What follows belongs to an exercise in optimizing a design on an open flow for small area, a short achievable clock period and few clock cycles; a production flow would make more cautious choices.
Function was checked by simulation only, so behaviour that the tests miss may differ from the original.
Power and IR drop assume default switching activity.

==> 03-23 <==
==> flow/design.v <==
`default_nettype none
package ucdsh_pkg;
  localparam int unsigned WordW   = 32;
  localparam int unsigned CfgIdxW = 1;
  localparam logic [WordW-1:0] ScrA0_0 = 32'hCF98B111, ScrA0_1 = 32'h87085B9F,
                               ScrA0_2 = 32'h12CEB96D, ScrA0_3 = 32'h257E1D83;
  localparam logic [WordW-1:0] ScrA1_0 = 32'hA27416F5, ScrA1_1 = 32'hD38396FF,
                               ScrA1_2 = 32'h7C932B89, ScrA1_3 = 32'hBFA49F69;
  localparam logic [WordW-1:0] ScrB0_0 = 32'hEF0569FB, ScrB0_1 = 32'h689B6B9F,
                               ScrB0_2 = 32'h79F8A395, ScrB0_3 = 32'hC3EFEA97;
  localparam logic [WordW-1:0] ScrB1_0 = 32'hC31713DB, ScrB1_1 = 32'hDDCD1F0F,
                               ScrB1_2 = 32'h59C3AF2D, ScrB1_3 = 32'h35BD1EC9;
endpackage
`default_nettype wire
`default_nettype none
module userchoice_dual_scramble_hash_core (
  input  wire                              clk_i,
  input  wire                              rst_ni,
  input  wire                              in_valid_i,
  output logic                             in_stall_o,
  input  wire  [ucdsh_pkg::WordW-1:0]      in_data_i,
  input  wire                              in_last_i,
  output logic                             out_valid_o,
  input  wire                              out_stall_i,
  output logic [ucdsh_pkg::WordW-1:0]      out_hash_first_o,
  output logic [ucdsh_pkg::WordW-1:0]      out_hash_second_o,
  output logic                             out_hash_valid_o,
  input  wire                              cfg_we_i,
  input  wire  [ucdsh_pkg::CfgIdxW-1:0]    cfg_idx_i,
  input  wire  [ucdsh_pkg::WordW-1:0]      cfg_wdata_i
);
  localparam int unsigned W = ucdsh_pkg::WordW;
  function automatic logic [W-1:0] swap(logic [W-1:0] v);
    swap = {v[15:0], v[31:16]};
  endfunction
  logic [W-1:0] seed_e_q, seed_o_q;
  logic [1:0]   q_v;
  logic [W-1:0] q_w0, q_w1;
  logic         q_l0, q_l1, q_n0, q_n1;
  logic         par_q, partial_q;
  logic [9:0]   s_q;
  logic         mlast_q, acc_q, emit_q;
  logic [W-1:0] ha_q, hb_q, pb_q, tot_a_q, tot_b_q, wf_q;
  logic         ov_q, ohv_q;
  logic [W-1:0] of_q, os_q;
  logic idle, t0, t1, t2, t3, t4, pos;
  logic out_free, emit_now, zero_emit, fresh;
  logic adv4, end9, fold, pop, run;
  assign idle = ~|s_q;
  assign t0   = s_q[0] | s_q[5];
  assign t1   = s_q[1] | s_q[6];
  assign t2   = s_q[2] | s_q[7];
  assign t3   = s_q[3] | s_q[8];
  assign t4   = s_q[4] | s_q[9];
  assign pos  = |s_q[9:5];
  assign out_free  = !ov_q || !out_stall_i;
  assign emit_now  = idle && emit_q && out_free;
  assign zero_emit = idle && !emit_q && out_free && q_v[0] && q_l0;
  assign fresh     = idle && (!emit_q || out_free) && q_v[0] && !q_l0;
  assign adv4 = (s_q[4] && q_v[0]) || (s_q[9] && (mlast_q || q_v[0]));
  assign end9 = s_q[9] && (mlast_q || (q_v[0] && q_l0));
  assign fold = (s_q[4] && q_v[0]) || (s_q[9] && !mlast_q && q_v[0] && !q_l0);
  assign pop  = fresh || zero_emit || (s_q[4] && q_v[0]) || (s_q[9] && !mlast_q && q_v[0]);
  assign run  = fresh || (!idle && (!t4 || adv4));
  logic [W-1:0] seed, fold_w;
  logic [W-1:0] a_op, a_k, a_y;
  logic [W-1:0] b_op, b_k, b_add, b_y;
  assign seed   = (pos ? seed_o_q : seed_e_q) | 32'd1;
  assign fold_w = fold ? q_w0 : '0;
  always_comb begin
    if (idle)        a_op = q_w0;
    else if (t0)     a_op = ha_q;
    else             a_op = swap(ha_q);
    a_k = seed;
    case (1'b1)
      s_q[1]: a_k = ucdsh_pkg::ScrA0_0;
      s_q[2]: a_k = ucdsh_pkg::ScrA0_1;
      s_q[3]: a_k = ucdsh_pkg::ScrA0_2;
      s_q[4]: a_k = ucdsh_pkg::ScrA0_3;
      s_q[6]: a_k = ucdsh_pkg::ScrA1_0;
      s_q[7]: a_k = ucdsh_pkg::ScrA1_1;
      s_q[8]: a_k = ucdsh_pkg::ScrA1_2;
      s_q[9]: a_k = ucdsh_pkg::ScrA1_3;
      default: ;
    endcase
  end
  assign a_y = a_op * a_k + fold_w;
  always_comb begin
    if (idle)            b_op = swap(q_w0);
    else if (t1 || t3)   b_op = hb_q;
    else if (t2)         b_op = {16'd0, hb_q[31:16]};
    else                 b_op = swap(hb_q);
    b_k = pos ? ucdsh_pkg::ScrB1_0 : ucdsh_pkg::ScrB0_0;
    if (t1)      b_k = seed;
    else if (t2) b_k = pos ? ucdsh_pkg::ScrB1_1 : ucdsh_pkg::ScrB0_1;
    else if (t3) b_k = pos ? ucdsh_pkg::ScrB1_2 : ucdsh_pkg::ScrB0_2;
    else if (t4) b_k = pos ? ucdsh_pkg::ScrB1_3 : ucdsh_pkg::ScrB0_3;
    if (t1 || t3)  b_add = pb_q;
    else if (t4)   b_add = hb_q;
    else           b_add = '0;
  end
  assign b_y = b_op * b_k + b_add + fold_w;
  logic [W-1:0] tot_a_eff, tot_b_eff;
  assign tot_a_eff = acc_q ? tot_a_q + ha_q - wf_q : tot_a_q;
  assign tot_b_eff = acc_q ? tot_b_q + hb_q - wf_q : tot_b_q;
  logic seed_busy, take, new_ns;
  assign seed_busy  = (|s_q[6:0]) || (q_v[0] && q_n0) || (q_v[1] && q_n1);
  assign in_stall_o = q_v[1] || (!partial_q && seed_busy);
  assign take       = in_valid_i && !in_stall_o;
  assign new_ns     = par_q || !in_last_i;
  always_ff @(posedge clk_i or negedge rst_ni) begin
    if (!rst_ni) begin
      seed_e_q  <= 32'd1;
      seed_o_q  <= 32'd1;
      q_v       <= '0;
      par_q     <= 1'b0;
      partial_q <= 1'b0;
      s_q       <= '0;
      mlast_q   <= 1'b0;
      acc_q     <= 1'b0;
      emit_q    <= 1'b0;
      ov_q      <= 1'b0;
    end else begin
      if (cfg_we_i && cfg_idx_i == 1'b0) seed_e_q <= cfg_wdata_i;
      if (cfg_we_i && cfg_idx_i == 1'b1) seed_o_q <= cfg_wdata_i;
      if (pop) begin
        q_v <= {1'b0, q_v[1]};
        if (take) begin
          if (q_v[1]) q_v <= 2'b11;
          else        q_v <= 2'b01;
        end
      end else if (take) begin
        if (q_v[0]) q_v <= 2'b11;
        else        q_v <= 2'b01;
      end
      if (take) begin
        par_q     <= in_last_i ? 1'b0 : !par_q;
        partial_q <= !in_last_i;
      end
      if (fresh) begin
        s_q     <= 10'b00_0000_0010;
        mlast_q <= 1'b0;
      end else if (s_q[4]) begin
        if (q_v[0]) begin
          s_q     <= s_q << 1;
          mlast_q <= q_l0;
        end
      end else if (s_q[9]) begin
        if (end9)         s_q <= '0;
        else if (q_v[0])  s_q <= 10'b00_0000_0001;
      end else if (!idle) begin
        s_q <= s_q << 1;
      end
      acc_q <= adv4;
      if (end9)          emit_q <= 1'b1;
      else if (emit_now) emit_q <= 1'b0;
      ov_q <= emit_now || zero_emit || (ov_q && out_stall_i);
    end
  end
  always_ff @(posedge clk_i) begin
    if (pop) begin
      q_w0 <= q_w1; q_l0 <= q_l1; q_n0 <= q_n1;
      if (take && !q_v[1]) begin
        q_w0 <= in_data_i; q_l0 <= in_last_i; q_n0 <= new_ns;
      end
      if (take && q_v[1]) begin
        q_w1 <= in_data_i; q_l1 <= in_last_i; q_n1 <= new_ns;
      end
    end else if (take) begin
      if (q_v[0]) begin
        q_w1 <= in_data_i; q_l1 <= in_last_i; q_n1 <= new_ns;
      end else begin
        q_w0 <= in_data_i; q_l0 <= in_last_i; q_n0 <= new_ns;
      end
    end
    if (run) ha_q <= a_y;
    if (run) begin
      if (fresh) begin
        hb_q <= q_w0;
        pb_q <= b_y;
      end else if (t0 || t2) begin
        pb_q <= b_y;
      end else begin
        hb_q <= b_y;
      end
    end
    wf_q <= fold_w;
    if (fresh) begin
      tot_a_q <= '0;
      tot_b_q <= '0;
    end else begin
      tot_a_q <= tot_a_eff;
      tot_b_q <= tot_b_eff;
    end
    if (emit_now) begin
      of_q  <= ha_q ^ hb_q;
      os_q  <= tot_a_eff ^ tot_b_eff;
      ohv_q <= 1'b1;
    end else if (zero_emit) begin
      of_q  <= '0;
      os_q  <= '0;
      ohv_q <= 1'b0;
    end
  end
  assign out_valid_o       = ov_q;
  assign out_hash_first_o  = of_q;
  assign out_hash_second_o = os_q;
  assign out_hash_valid_o  = ohv_q;
endmodule
`default_nettype wire
==> flow/run.sh <==
#!/bin/bash
# synth_recipe.tcl (not shown) runs the flow's synth.tcl, then flattens the netlist and writes it again
# the make line also repeats each setting of config.mk as NAME=value (left out here)
make -C /OpenROAD-flow-scripts/flow DESIGN_CONFIG=/design/flow/config.mk WORK_HOME=/design/flow/orfs CLKGATE_MAP_FILE= SYNTH_SCRIPT=/design/flow/synth_recipe.tcl finish
==> flow/config.mk <==
export PLATFORM = sky130hd
export DESIGN_NAME = userchoice_dual_scramble_hash_core
export DESIGN_NICKNAME = userchoice_dual_scramble_hash_core
export VERILOG_FILES = /design/flow/design.v
export SDC_FILE = /design/flow/constraint.sdc
export NUM_CORES = 4
export LEC_CHECK = 0
export CAP_MARGIN = 20
export CORE_MARGIN = 2
export CORE_UTILIZATION = 40
export SLEW_MARGIN = 20
==> flow/constraint.sdc <==
create_clock -name core_clock -period 14.0 [get_ports {clk_i}]
set_input_delay 2.8000 -clock core_clock [delete_from_list [all_inputs] [get_ports {clk_i}]]
set_output_delay 2.8000 -clock core_clock [all_outputs]
set_load 0.01 [all_outputs]
==> 12-04 (differences from 03-23) <==
Settings changed: ABC_CLOCK_PERIOD_IN_PS from default to 4000, SETUP_SLACK_MARGIN from default to 5.
==> qor.txt <==
status: no timing/DRC/antenna violations
Hold Slack: 0.4725 ns
DR WL met2: 87910 um
multi-input combinational area share: 62.52%
max_slew headroom: 27.76%
Post-DP HPWL: 152900 um
largest net degree at the start of global routing: 74
Non-CTS buffers: 429
#MultiIn Comb: 4179
seq pwr: 1.30 mW
CP Launch Point: s_q[6]
Internal: 2.154 mW
setup repair bufs after CTS: 61
vias in the first global route: 45365
That was 12-04.
==> qor.txt <==
Hold Slack: 0.4597 ns
#MultiIn Comb: 4175
status: no timing/DRC/antenna violations
Non-CTS buffers: 242
vias in the first global route: 44883
DR WL met2: 85570 um
CP Launch Point: s_q[7]
That was 03-23.
Testbench counts of 03-23, summed over its fixed seeds: cycles 14,117.
Testbench counts of 12-04, summed over its fixed seeds: cycles 14,117.

separate check: timing with driven ports:
No port has a modelled driver above. Below, the same layouts with a new extraction and two added sets of constraints. Step 1, drivers: a clkbuf_16 drives clk_i and a buf_2 each remaining input, both assumed. Step 2 also shifts input and output timing later by t, the mid clock arrival at the registers, as if the neighbouring blocks saw the same clock. Three values: ideal ports, drivers, drivers and shift; two values: the first two.
| run | shift t [ns] | setup WS [ns] | latest minus earliest clock arrival (ns) |
|---|---|---|---|
| 03-23 | 0.722 | 2.607 / 2.607 / 2.607 | 0.042 / 0.042 |
| 12-04 | 0.718 | 4.951 / 4.951 / 4.951 | 0.047 / 0.047 |
After both steps every run listed still meets setup and hold.
